Background: an optimization exercise with open tools, aiming at small area, a short achievable clock period and few clock cycles per item. Do not read the settings as production practice. Only simulation tests tie the RTL to the original design; equivalence was not proved.

==> flow/design.v (excerpt) <==
module modular_exponentiation #(
  parameter int WIDTH = 62,
  parameter int R     = 2
) (
  input  wire logic                                 clk,
  input  wire logic                                 rst_n,
  input  wire logic                                 in_tvalid,
  output logic                                      in_tready,
  input  wire logic [mexp_pkg::IN_TDATA_W-1:0]      in_tdata,
  output logic                                      out_tvalid,
  input  wire logic                                 out_tready,
  output logic      [mexp_pkg::OUT_TDATA_W-1:0]     out_tdata
);
  localparam int N  = 62;
  localparam int PW = 65;            
  localparam int FW = mexp_pkg::FIELD_W;
  typedef enum logic [3:0] {
    ST_IDLE  = 4'd0,
    ST_CHECK = 4'd1,
    ST_NORM  = 4'd2,
    ST_SETUP = 4'd3,
    ST_SETUP2 = 4'd9,
    ST_STEP  = 4'd4,
    ST_CPA   = 4'd5,
    ST_FIX   = 4'd6,
    ST_SHR   = 4'd7,
    ST_EMIT  = 4'd8
  } state_t;
  localparam logic [2:0] OP_RED  = 3'd0;    
  localparam logic [2:0] OP_SQR  = 3'd1;    
  ...
For scale: roughly 490 flip-flops, ~260 I/O pins.
export LEC_CHECK = 0
export CAP_MARGIN = 20
export CORE_MARGIN = 2
export CORE_UTILIZATION = 40
export SETUP_SLACK_MARGIN = 5
export SLEW_MARGIN = 20
export TNS_END_PERCENT = 0
create_clock -name core_clock -period 10.0 [get_ports {clk}]
run.sh (not shown) runs the stock make flow with config.mk's settings and CLKGATE_MAP_FILE= SYNTH_SCRIPT=/design/flow/synth_recipe.tcl, a recipe that flattens the netlist after the stock synthesis.
The first run completed without violations.
Testbench counts at the start, summed over its fixed seeds: cycles 540,547, items 192.
Next try:
Settings changed: ABC_AREA set to 1, SETUP_SLACK_MARGIN 5 to 4.5, TNS_END_PERCENT 0 to 5.
Outcome: Fmax came out higher by about 5%. Area after synthesis climbs by 1.7%.

========
modular_exponentiation, a different RTL version from the one above (not shown whole).
Size: about 3,800 cells after synthesis, roughly 420 flip-flops, ~38,000 µm² of cells after synthesis.
clock: 10.0 ns
lec_check: 0
cap_margin: 20
core_margin: 2
core_utilization: 40
setup_slack_margin: 5
slew_margin: 20
tns_end_percent: 1
Testbench counts at the start, summed over its fixed seeds: cycles 601,749, items 192.
Change:
Settings changed: TNS_END_PERCENT 1 to default.
- maximum frequency barely changes
- global-route usage came out higher by 0.32 points
- count of clock-buffer cells in the layout came out lower by 3
- cell area is higher by 4.4%
- sequential share of layout area is lower by 1.2 points

========
Another version of the RTL of modular_exponentiation (not shown whole).
For scale: roughly 3500 cells after synthesis, about 260 I/O pins, about 37000 µm² of cells after synthesis.
Settings: LEC_CHECK=0, CAP_MARGIN=20, CORE_MARGIN=2, CORE_UTILIZATION=40, SETUP_SLACK_MARGIN=5, SLEW_MARGIN=20, TNS_END_PERCENT=0; clock period 10.0 ns.
The starting point completed with no timing, DRC or antenna violations.
Testbench counts at the start, summed over its fixed seeds: cycles 601,749, items 192.
Change:
SETUP_SLACK_MARGIN = 4   (was 5)
TNS_END_PERCENT = 5   (was 0)
Clock-buffer cell count decreases by 1. Final area came out lower by 0.69%. Cell count barely changes. Worst hold slack stays flat. Sequential cell count does not change.

========
RTL: one of the versions met above, not the one the previous note started from.
For scale: roughly 4400 cells after synthesis, ~490 flip-flops, roughly 41000 sq um of cells after synthesis.
make LEC_CHECK=0 ABC_AREA=1 CAP_MARGIN=20 CORE_MARGIN=2 CORE_UTILIZATION=55 SETUP_SLACK_MARGIN=5 SLEW_MARGIN=20 TNS_END_PERCENT=5 finish   # period 10.0 ns
Testbench counts at the start, summed over its fixed seeds: cycles 540,547, items 192.
Then changed:
- CORE_UTILIZATION: 55 -> 40
- TNS_END_PERCENT: 5 -> 0
Result: Global-route usage falls by 9.3 points; clock skew falls by 0.025 ns; die area rises by well over a third; wire length rises slightly; sequential cell count is unchanged; worst setup slack loses 0.077 ns.
Then changed:
- TNS_END_PERCENT: 0 -> 5
Outcome: Worst hold slack barely changes; synthesized cell count stays the same; clock-buffer cell count does not change; routed wire length came out higher by 1.1%; first-iteration DRC count decreases by 3.2%; area after synthesis stays the same; utilization went up by 0.45 points; die area is unchanged.

separate check: timing with driven ports:
The results above use ideal ports. As a check the final layouts listed here were re-extracted and re-timed, cells and wires unchanged.
Step 1 (the two cells are an assumption about what drives the block):
set clk [get_ports {clk}]
set_driving_cell -lib_cell sky130_fd_sc_hd__clkbuf_16 $clk
set_driving_cell -lib_cell sky130_fd_sc_hd__buf_2 [delete_from_list [all_inputs] $clk]
Step 2, shift: input delay + t, output delay - t, t = (earliest + latest rising clock arrival at the registers) / 2. This alone moves slack from input paths to output paths.
Slacks: no drivers / after step 1 / after step 2; pairs: no drivers / after step 1.
run	t, ns	setup slack, ns	worst setup path after step 2	latest minus earliest clock arrival (ns)	pins driven straight from the clock port
the first run of note 1	0.746	4.225 / 4.225 / 4.225	register to register	0.033 / 0.033	1
the second run of note 1	0.718	4.507 / 4.507 / 4.507	register to register	0.021 / 0.021	1
the first run of note 2	0.695	4.208 / 4.208 / 4.208	register to register	0.033 / 0.032	1
the second run of note 2	0.706	4.224 / 4.224 / 4.224	register to register	0.037 / 0.037	1
the first run of note 3	0.696	4.213 / 4.213 / 4.213	register to register	0.053 / 0.054	1
the second run of note 3	0.699	4.112 / 4.112 / 4.112	register to register	0.047 / 0.047	1
the first run of note 4	0.699	4.517 / 4.517 / 4.517	register to register	0.047 / 0.048	1
the second run of note 4	0.717	4.440 / 4.440 / 4.440	register to register	0.024 / 0.024	1
the third run of note 4	0.720	4.509 / 4.509 / 4.509	register to register	0.028 / 0.028	1
After both steps setup and hold are still met in every run listed.
